This design comes from an exercise in tuning for small area on the open sky130 flow, not from production work. In this exercise RTL edits were held to simulation tests only and were not proved equivalent to the original. No activity file was given, so power comes from the tool's default toggle rates.

==> inputs of trial 92 <==
## aesPanelTop
module aesPanelTop (
	input  logic         clk,
	input  logic         rstN,
	input  logic         set,
	input  logic         buttonU,
	input  logic         buttonD,
	input  logic         buttonL,
	input  logic         buttonR,
	input  logic [127:0] cipherKey,
	output logic [3:0]   curPhase,
	output logic [7:0]   sevenNum,
	output logic         cipherValid
);
==> flow/config.mk <==
export PLATFORM = sky130hd
export DESIGN_NAME = aesPanelTop
export DESIGN_NICKNAME = aesPanelTop
export VERILOG_FILES = /design/flow/design.v
export SDC_FILE = /design/flow/constraint.sdc
export NUM_CORES = 8
export LEC_CHECK = 0
export CAP_MARGIN = 20
export CORE_MARGIN = 2
export CORE_UTILIZATION = 60
export PLACE_DENSITY = 0.75
export SLEW_MARGIN = 20
export SYNTH_HIERARCHICAL = 1
==> flow/constraint.sdc <==
create_clock -name core_clock -period 10.0 [get_ports {clk}]
set_input_delay 2.0000 -clock core_clock [delete_from_list [all_inputs] [get_ports {clk}]]
set_output_delay 2.0000 -clock core_clock [all_outputs]
set_load 0.01 [all_outputs]
standard.sh (not shown) runs the stock make flow with config.mk's settings and CLKGATE_MAP_FILE= SYNTH_SCRIPT=/design/flow/synth_recipe.tcl, a recipe that flattens the netlist after the stock synthesis.
==> flow/flow/run.sh <==
#!/bin/bash
# Layout flow: the standard synthesis, unchanged, then the standard
# layout with two settings of its own:
#  - each input and output port gets the smallest buffer cell (buf_1)
#    instead of the flow's default port buffer;
#  - the clock tree uses clkbuf_4, clusters of up to 10 sinks
#    within 40 um, and no dummy loads.
# Each step's full output goes to a log file in the work folder.
set -euo pipefail

bash standard.sh synth > synth.log 2>&1

bash standard.sh \
	"BUFFER_PORTS_ARGS=-buffer_cell sky130_fd_sc_hd__buf_1" \
	"CTS_ARGS=-sink_clustering_enable -repair_clock_nets -dont_use_dummy_load -buf_list sky130_fd_sc_hd__clkbuf_4 -sink_clustering_size 10 -sink_clustering_max_diameter 40" \
	finish > layout.log 2>&1
==> inputs of build 18, as changes to trial 92 <==
--- a/flow/design.v
+++ b/flow/design.v
@@ -234,86 +234,32 @@
 	end
 	for (genvar i = 0; i < 16; i++) begin : gOut
 		aesNor2 uOut (.a(lo[i % 4]), .b(hi[i / 4]), .y(y[i]));
 	end
 endmodule
 module aesDec16ne2 (
 	input  logic [3:0]  aN,
 	input  logic        en,
-	input  logic        en2,
 	output logic [15:0] y,
 	output logic [15:0] y2
 );
 	logic [3:0] a;
 	logic [3:0] lo;
 	logic [3:0] hi;
-	logic [3:0] hi2;
 	for (genvar i = 0; i < 4; i++) begin : gInv
 		aesInv uInv (.a(aN[i]), .y(a[i]));
 	end
 	for (genvar k = 0; k < 4; k++) begin : gPre
 		aesNand2 uLo (.a(((k >> 1) & 1) ? a[1] : aN[1]), .b((k & 1) ? a[0] : aN[0]), .y(lo[k]));
 		aesNand3 uHi (.a(((k >> 1) & 1) ? a[3] : aN[3]), .b((k & 1) ? a[2] : aN[2]), .c(en), .y(hi[k]));
-		aesNand3 uHi2 (.a(((k >> 1) & 1) ? a[3] : aN[3]), .b((k & 1) ? a[2] : aN[2]), .c(en2), .y(hi2[k]));
 	end
 	for (genvar i = 0; i < 16; i++) begin : gOut
 		aesNor2 uOut (.a(lo[i % 4]), .b(hi[i / 4]), .y(y[i]));
-		aesNor2 uOut2 (.a(lo[i % 4]), .b(hi2[i / 4]), .y(y2[i]));
-	end
-endmodule
-module aesDec16ne3 (
-	input  logic [3:0]  aN,
-	input  logic        en,
-	input  logic        en2,
-	input  logic        en3,
-	output logic [15:0] y,
-	output logic [15:0] y2,
-	output logic [15:0] y3
-);
-	logic [3:0] a;
-	logic [3:0] lo;
-	logic [3:0] hi;
-	logic [3:0] hi2;
-	logic [3:0] hi3;
-	for (genvar i = 0; i < 4; i++) begin : gInv
-		aesInv uInv (.a(aN[i]), .y(a[i]));
-	end
-	for (genvar k = 0; k < 4; k++) begin : gPre
-		aesNand2 uLo (.a(((k >> 1) & 1) ? a[1] : aN[1]), .b((k & 1) ? a[0] : aN[0]), .y(lo[k]));
-		aesNand3 uHi (.a(((k >> 1) & 1) ? a[3] : aN[3]), .b((k & 1) ? a[2] : aN[2]), .c(en), .y(hi[k]));
-		aesNand3 uHi2 (.a(((k >> 1) & 1) ? a[3] : aN[3]), .b((k & 1) ? a[2] : aN[2]), .c(en2), .y(hi2[k]));
-		aesNand3 uHi3 (.a(((k >> 1) & 1) ? a[3] : aN[3]), .b((k & 1) ? a[2] : aN[2]), .c(en3), .y(hi3[k]));
-	end
-	for (genvar i = 0; i < 16; i++) begin : gOut
-		aesNor2 uOut (.a(lo[i % 4]), .b(hi[i / 4]), .y(y[i]));
-		aesNor2 uOut2 (.a(lo[i % 4]), .b(hi2[i / 4]), .y(y2[i]));
-		aesNor2 uOut3 (.a(lo[i % 4]), .b(hi3[i / 4]), .y(y3[i]));
-	end
-endmodule
-module aesSel48 (
-	input  logic [47:0]  sel,
-	input  logic [383:0] d,
-	output logic [7:0]   y
-);
-	for (genvar b = 0; b < 8; b++) begin : gBit
-		logic [15:0] t;
-		logic [3:0]  n;
-		for (genvar k = 0; k < 16; k++) begin : gTri
-			aesAoi222 uAoi (
-				.a1(sel[3 * k]),     .a2(d[24 * k + b]),
-				.b1(sel[3 * k + 1]), .b2(d[24 * k + 8 + b]),
-				.c1(sel[3 * k + 2]), .c2(d[24 * k + 16 + b]),
-				.y(t[k])
-			);
-		end
-		for (genvar k = 0; k < 4; k++) begin : gNand
-			aesNand4 uN (.a(t[4 * k]), .b(t[4 * k + 1]), .c(t[4 * k + 2]), .d(t[4 * k + 3]), .y(n[k]));
-		end
-		aesOr4 uOr (.a(n[0]), .b(n[1]), .c(n[2]), .d(n[3]), .y(y[b]));
+		aesNor2 uOut2 (.a(lo[i % 4]), .b(hi[i / 4]), .y(y2[i]));
 	end
 endmodule
 module aesSel32 (
 	input  logic [31:0]  sel,
 	input  logic [255:0] d,
 	output logic [7:0]   y
 );
 	for (genvar b = 0; b < 8; b++) begin : gBit
@@ -544,29 +490,27 @@
 endmodule
 `timescale 1ns/1ps
 module roundCounter (
 	input  logic       clk,
 	input  logic       start,
 	input  logic       busy,
 	input  logic [3:0] curPhase,
 	output logic       lastStep,
-	output logic       loadAny,
 	output logic       loadState,
 	output logic       stateSbox,
 	output logic       stateSum,
 	output logic       opKey,
 	output logic       opByte,
 	output logic       opDouble,
 	output logic       sboxKeyLo,
 	output logic       sboxKeyHi,
 	output logic       sboxData,
 	output logic [3:0] readIdxN,
 	output logic [3:0] readPhaseN,
-	output logic       keyLoad,
 	output logic       keyKeep,
 	output logic       mixSbox,
 	output logic       mixPrev,
 	output logic       mixRcon,
 	output logic [7:0] rcon,
 	output logic [3:0] tapSel
 );
 	logic [3:0] slot;
@@ -598,23 +542,23 @@
 	aesOr3 uRevA (.a(rev[0]), .b(rev[1]), .c(rev[2]), .y(revAN));
 	aesNor2 uV21 (.a(rev[2]), .b(rev[1]), .y(v21N));
 	aesNor2 uV20 (.a(rev[2]), .b(rev[0]), .y(v20N));
 	aesNand2 uRevE (.a(v21N), .b(rev[0]), .y(revEN));
 	aesNand2 uRevC (.a(v20N), .b(rev[1]), .y(revCN));
 	logic nextRound;
 	aesAnd2 uNext (.a(revEnd), .b(rev7), .y(nextRound));
 	aesAnd3 uLast (.a(revEnd), .b(r10), .c(rev3), .y(lastStep));
-	logic vt1, vt2, vI0N, vI1, vI2;
+	logic vt1, vt2, vI0, vI1, vI2;
 	aesAnd2 uVt1 (.a(slotAll), .b(rev[0]), .y(vt1));
 	aesAnd2 uVt2 (.a(vt1), .b(rev[1]), .y(vt2));
-	aesXnor2 uVI0 (.a(rev[0]), .b(slotAll), .y(vI0N));
+	aesXor2 uVI0 (.a(rev[0]), .b(slotAll), .y(vI0));
 	aesXor2 uVI1 (.a(rev[1]), .b(vt1), .y(vI1));
 	aesXor2 uVI2 (.a(rev[2]), .b(vt2), .y(vI2));
-	aesNor2 uVN0 (.a(vI0N), .b(start), .y(revNext[0]));
+	aesOr2 uVN0 (.a(vI0), .b(start), .y(revNext[0]));
 	aesOr2 uVN1 (.a(vI1), .b(start), .y(revNext[1]));
 	aesOr2 uVN2 (.a(vI2), .b(start), .y(revNext[2]));
 	logic qt1, qt2, qt3;
 	logic [3:0] qX;
 	aesAnd2 uQt1 (.a(nextRound), .b(roundNum[0]), .y(qt1));
 	aesAnd2 uQt2 (.a(qt1), .b(roundNum[1]), .y(qt2));
 	aesAnd2 uQt3 (.a(qt2), .b(roundNum[2]), .y(qt3));
 	aesXnor2 uQX0 (.a(roundNum[0]), .b(nextRound), .y(qX[0]));
@@ -627,20 +571,18 @@
 	always_ff @(posedge clk) begin
 		slot     <= slotNext;
 		rev      <= revNext;
 		roundNum <= roundNext;
 	end
 	logic actN, subBytes, expand, rconRev, finalKey, mixRev, mixRevPre, firstCol, firstColN;
 	logic keySbox, keySboxN, row3N, row0;
 	aesNand2 uActN (.a(busy), .b(r0N), .y(actN));
-	aesAnd2 uLoad (.a(busy), .b(r0), .y(loadAny));
-	aesAnd2 uLoadState (.a(loadAny), .b(rev[0]), .y(loadState));
-	aesAnd3b uLoadKey (.an(rev[0]), .b(busy), .c(r0), .y(keyLoad));
-	aesNand3b uKeep (.an(rev[0]), .b(busy), .c(r0), .y(keyKeep));
+	aesAnd2 uLoad (.a(busy), .b(r0), .y(loadState));
+	aesNand2 uKeep (.a(busy), .b(r0), .y(keyKeep));
 	aesNor2 uSub (.a(actN), .b(revAN), .y(subBytes));
 	aesNor2 uExpand (.a(actN), .b(revEN), .y(expand));
 	aesNor2 uRcon (.a(actN), .b(revCN), .y(rconRev));
 	aesAnd3 uFinal (.a(busy), .b(r10), .c(rev3), .y(finalKey));
 	aesNor2 uMixRevN (.a(actN), .b(r10), .y(mixRevPre));
 	aesAnd2 uMixRev (.a(mixRevPre), .b(revAN), .y(mixRev));
 	aesNor2 uFirst (.a(slot[3]), .b(slot[2]), .y(firstCol));
 	aesOr2 uFirstN (.a(slot[3]), .b(slot[2]), .y(firstColN));
@@ -741,42 +683,45 @@
 	aesAnd3b uRc5 (.an(roundNum[0]), .b(roundNum[1]), .c(r32x), .y(rcon[5]));
 	aesAnd3 uRc6 (.a(roundNum[2]), .b(roundNum[1]), .c(roundNum[0]), .y(rcon[6]));
 	aesAnd2 uRc7 (.a(roundNum[3]), .b(n10), .y(rcon[7]));
 	aesAnd2 uOpByte (.a(mixRev), .b(mixByte), .y(opByte));
 	aesAnd2 uOpDbl (.a(mixRev), .b(mixDouble), .y(opDouble));
 	logic [3:0] slotN;
 	for (genvar i = 0; i < 4; i++) begin : gPhase
 		aesInv uSlotN (.a(slot[i]), .y(slotN[i]));
-		aesMux2i uPh (.a0(curPhase[i]), .a1(slotN[i]), .s(loadAny), .y(readPhaseN[i]));
+		aesMux2i uPh (.a0(curPhase[i]), .a1(slotN[i]), .s(loadState), .y(readPhaseN[i]));
 	end
 endmodule
 `timescale 1ns/1ps
 module keySchedule (
 	input  logic         clk,
-	input  logic [7:0]   rd,
+	input  logic [127:0] cipherKey,
+	input  logic [15:0]  loadSel,
 	input  logic         keyLoad,
 	input  logic         keyKeep,
 	input  logic         mixSbox,
 	input  logic         mixPrev,
 	input  logic         mixRcon,
 	input  logic [7:0]   rcon,
 	input  logic [3:0]   tapSel,
 	input  logic [7:0]   sboxOut,
 	input  logic         sboxKeyLo,
 	input  logic         sboxKeyHi,
 	input  logic         sboxData,
 	input  logic [7:0]   keyed,
 	output logic [7:0]   sboxInN,
 	output logic [7:0]   keyTap
 );
 	logic [127:0] ring;
+	logic [7:0]   keyByte;
 	logic [7:0]   mixInN;
 	logic [7:0]   expanded;
 	logic [7:0]   keyIn;
+	aesSel16 uLoad (.sel(loadSel), .d(cipherKey), .y(keyByte));
 	for (genvar b = 0; b < 8; b++) begin : gSbIn
 		aesAoi222 uSbIn (
 			.a1(sboxKeyLo), .a2(ring[72 + b]),
 			.b1(sboxKeyHi), .b2(ring[104 + b]),
 			.c1(sboxData),  .c2(keyed[b]),
 			.y(sboxInN[b])
 		);
 	end
@@ -784,17 +729,17 @@
 	for (genvar b = 0; b < 8; b++) begin : gBit
 		aesAoi222 uMix (
 			.a1(mixSbox), .a2(sboxOut[b]),
 			.b1(mixPrev), .b2(ring[96 + b]),
 			.c1(mixRcon), .c2(rcon[b]),
 			.y(mixInN[b])
 		);
 		aesXnor2 uExp (.a(ring[b]), .b(mixInN[b]), .y(expanded[b]));
-		aesAo22 uIn (.a1(keyLoad), .a2(rd[b]), .b1(keyKeep), .b2(expanded[b]), .y(keyIn[b]));
+		aesAo22 uIn (.a1(keyLoad), .a2(keyByte[b]), .b1(keyKeep), .b2(expanded[b]), .y(keyIn[b]));
 	end
 	always_ff @(posedge clk) begin
 		ring <= {keyIn, ring[127:8]};
 	end
 endmodule
 `timescale 1ns/1ps
 module roundDatapath (
 	input  logic         clk,
@@ -851,27 +796,28 @@
 	input  logic         clk,
 	input  logic         rstN,
 	input  logic         set,
 	input  logic         buttonU,
 	input  logic         buttonD,
 	input  logic         buttonL,
 	input  logic         buttonR,
 	input  logic         cipherValid,
-	input  logic [15:0]  writeEn,
+	input  logic [15:0]  phaseSel,
 	input  logic [7:0]   rd,
 	output logic [127:0] plainBlock,
-	output logic         edit,
 	output logic [3:0]   curPhase,
 	output logic [7:0]   sevenNum
 );
 	logic         rst;
 	logic [7:0]   same;
 	logic [8:0]   carry;
 	logic [7:0]   editByte;
+	logic         edit;
+	logic [15:0]  writeEn;
 	logic [7:0]   display;
 	logic       phaseMove;
 	logic [2:0] phaseSame;
 	logic [3:0] phaseCarry;
 	logic [3:0] phaseToggle;
 	logic [3:0] phaseKeep;
 	logic [3:0] phaseNext;
 	aesOr2 uMove (.a(buttonR), .b(buttonL), .y(phaseMove));
@@ -904,16 +850,17 @@
 		aesXor2 uToggle (.a(rd[i]), .b(carry[i]), .y(editByte[i]));
 	end
 	logic editButton;
 	aesOr2 uEditButton (.a(buttonU), .b(buttonD), .y(editButton));
 	aesAnd4b uEdit (.an(carry[8]), .b(set), .c(editButton), .d(rstN), .y(edit));
 	logic [15:0]  keep;
 	logic [127:0] plainNext;
 	for (genvar b = 0; b < 16; b++) begin : gEnable
+		aesAnd2 uEn (.a(edit), .b(phaseSel[b]), .y(writeEn[b]));
 		aesNor2 uKeep (.a(writeEn[b]), .b(rst), .y(keep[b]));
 		for (genvar i = 0; i < 8; i++) begin : gHold
 			aesAo22 uHold (
 				.a1(writeEn[b]), .a2(editByte[i]),
 				.b1(keep[b]),    .b2(plainBlock[8 * b + i]),
 				.y(plainNext[8 * b + i])
 			);
 		end
@@ -942,19 +889,17 @@
 	input  logic [127:0] cipherKey,
 	output logic [3:0]   curPhase,
 	output logic [7:0]   sevenNum,
 	output logic         cipherValid
 );
 	logic        start;
 	logic        busy;
 	logic        lastStep;
-	logic        loadAny;
 	logic        loadState;
-	logic        keyLoad;
 	logic        stateSbox;
 	logic        stateSum;
 	logic        opKey;
 	logic        opByte;
 	logic        opDouble;
 	logic        sboxKeyLo;
 	logic        sboxKeyHi;
 	logic        sboxData;
@@ -964,18 +909,16 @@
 	logic        mixSbox;
 	logic        mixPrev;
 	logic        mixRcon;
 	logic [7:0]  rcon;
 	logic [3:0]  tapSel;
 	logic [15:0] readSel;
 	logic [15:0] phaseSel;
 	logic [15:0] keySel;
-	logic [15:0] writeEn;
-	logic        edit;
 	logic [7:0]  rd;
 	logic [127:0] plainBlock;
 	logic [127:0] stateRing;
 	logic        selPlain;
 	logic        selState;
 	logic [7:0]  sboxOut;
 	logic [7:0]  keyed;
 	logic [7:0]  sboxInN;
@@ -990,45 +933,44 @@
 		.cipherValid(cipherValid)
 	);
 	roundCounter uCounter (
 		.clk(clk),
 		.start(start),
 		.busy(busy),
 		.curPhase(curPhase),
 		.lastStep(lastStep),
-		.loadAny(loadAny),
 		.loadState(loadState),
 		.stateSbox(stateSbox),
 		.stateSum(stateSum),
 		.opKey(opKey),
 		.opByte(opByte),
 		.opDouble(opDouble),
 		.sboxKeyLo(sboxKeyLo),
 		.sboxKeyHi(sboxKeyHi),
 		.sboxData(sboxData),
 		.readIdxN(readIdxN),
 		.readPhaseN(readPhaseN),
-		.keyLoad(keyLoad),
 		.keyKeep(keyKeep),
 		.mixSbox(mixSbox),
 		.mixPrev(mixPrev),
 		.mixRcon(mixRcon),
 		.rcon(rcon),
 		.tapSel(tapSel)
 	);
 	aesOr2 uSelPlain (.a(set), .b(loadState), .y(selPlain));
-	aesNor2 uSelState (.a(set), .b(loadAny), .y(selState));
+	aesNor2 uSelState (.a(set), .b(loadState), .y(selState));
 	aesDec16ne uReadDec (.aN(readIdxN), .en(selState), .y(readSel));
-	aesDec16ne3 uPhaseDec (.aN(readPhaseN), .en(selPlain), .en2(keyLoad), .en3(edit), .y(phaseSel), .y2(keySel), .y3(writeEn));
-	aesSel48 uRead (.sel({readSel, keySel, phaseSel}), .d({stateRing, cipherKey, plainBlock}), .y(rd));
+	aesDec16ne2 uPhaseDec (.aN(readPhaseN), .en(selPlain), .y(phaseSel), .y2(keySel));
+	aesSel32 uRead (.sel({readSel, phaseSel}), .d({stateRing, plainBlock}), .y(rd));
 	keySchedule uKeys (
 		.clk(clk),
-		.rd(rd),
-		.keyLoad(keyLoad),
+		.cipherKey(cipherKey),
+		.loadSel(keySel),
+		.keyLoad(loadState),
 		.keyKeep(keyKeep),
 		.mixSbox(mixSbox),
 		.mixPrev(mixPrev),
 		.mixRcon(mixRcon),
 		.rcon(rcon),
 		.tapSel(tapSel),
 		.sboxOut(sboxOut),
 		.sboxKeyLo(sboxKeyLo),
@@ -1057,16 +999,15 @@
 		.clk(clk),
 		.rstN(rstN),
 		.set(set),
 		.buttonU(buttonU),
 		.buttonD(buttonD),
 		.buttonL(buttonL),
 		.buttonR(buttonR),
 		.cipherValid(cipherValid),
-		.writeEn(writeEn),
-		.edit(edit),
+		.phaseSel(phaseSel),
 		.rd(rd),
 		.plainBlock(plainBlock),
 		.curPhase(curPhase),
 		.sevenNum(sevenNum)
 	);
 endmodule
==> comparison table <==
Status: build 18 complete, no violations; trial 92 complete, no violations
Total Nets Final: build 18 1,608; trial 92 1,587
Total power of the final layout: build 18 5.45 mW; trial 92 3.70 mW
Cells after synthesis: build 18 1,268; trial 92 1,246
Proportion of synthesized chip area in sequential cells: build 18 56.8%; trial 92 57.0%
Synth Area in XOR/XNOR: build 18 10.2%; trial 92 10.2%
Synthesis-to-finish area growth: build 18 9.63%; trial 92 9.74%
Global-route met1 utilization: build 18 43.5%; trial 92 42.6%
Final antenna diode count: build 18 2; trial 92 1
Switching power: build 18 2.49 mW; trial 92 1.37 mW
Mux share of post-synthesis cell area: build 18 0.277%; trial 92 0.278%
Worst r2r dst: build 18 uKeys.ring[122]; trial 92 uKeys.ring[121]
WL/cell: build 18 21.3 µm; trial 92 24.0 µm
Post-synthesis net count: build 18 1,403; trial 92 1,381
Number of distinct library cell variants in the gate-level netlist after synthesis: build 18 21; trial 92 22
Iteration-0 DRC Markers: build 18 1,732; trial 92 2,192
Worst R2R Path Depth: build 18 31; trial 92 32
Worst-case hold slack: build 18 0.248 ns; trial 92 0.277 ns
Flip-flop and latch share of the layout cell area: build 18 51.8%; trial 92 52.0%
Overall die area: build 18 25,300 µm²; trial 92 25,200 µm²

## static timing again, ports no longer ideal
The flow's constraints put no driver on any port. The routed layouts listed below were extracted and timed again, unchanged, in two steps. Step 1 (the two cells are an assumption about what drives the block):
set clk [get_ports {clk}]
set_driving_cell -lib_cell sky130_fd_sc_hd__clkbuf_16 $clk
set_driving_cell -lib_cell sky130_fd_sc_hd__buf_2 [delete_from_list [all_inputs] $clk]
Step 2, shift: input delay + t, output delay - t, t = (earliest + latest rising clock arrival at the registers) / 2. This alone moves slack from input paths to output paths. Slacks: ideal ports / drivers / drivers and shift; pairs: ideal ports / drivers.
run	shift t [ns]	setup WS [ns]	worst hold slack (ns)	latest minus earliest clock arrival (ns)	slew at the worst register clock pin (ns)
trial 92	0.693	1.080 / 1.080 / 1.080	0.277 / 0.277 / 0.277	0.086 / 0.086	0.11 / 0.11
build 18	0.694	1.167 / 1.167 / 1.167	0.248 / 0.248 / 0.248	0.104 / 0.103	0.11 / 0.11
After both steps every run listed still meets setup and hold.
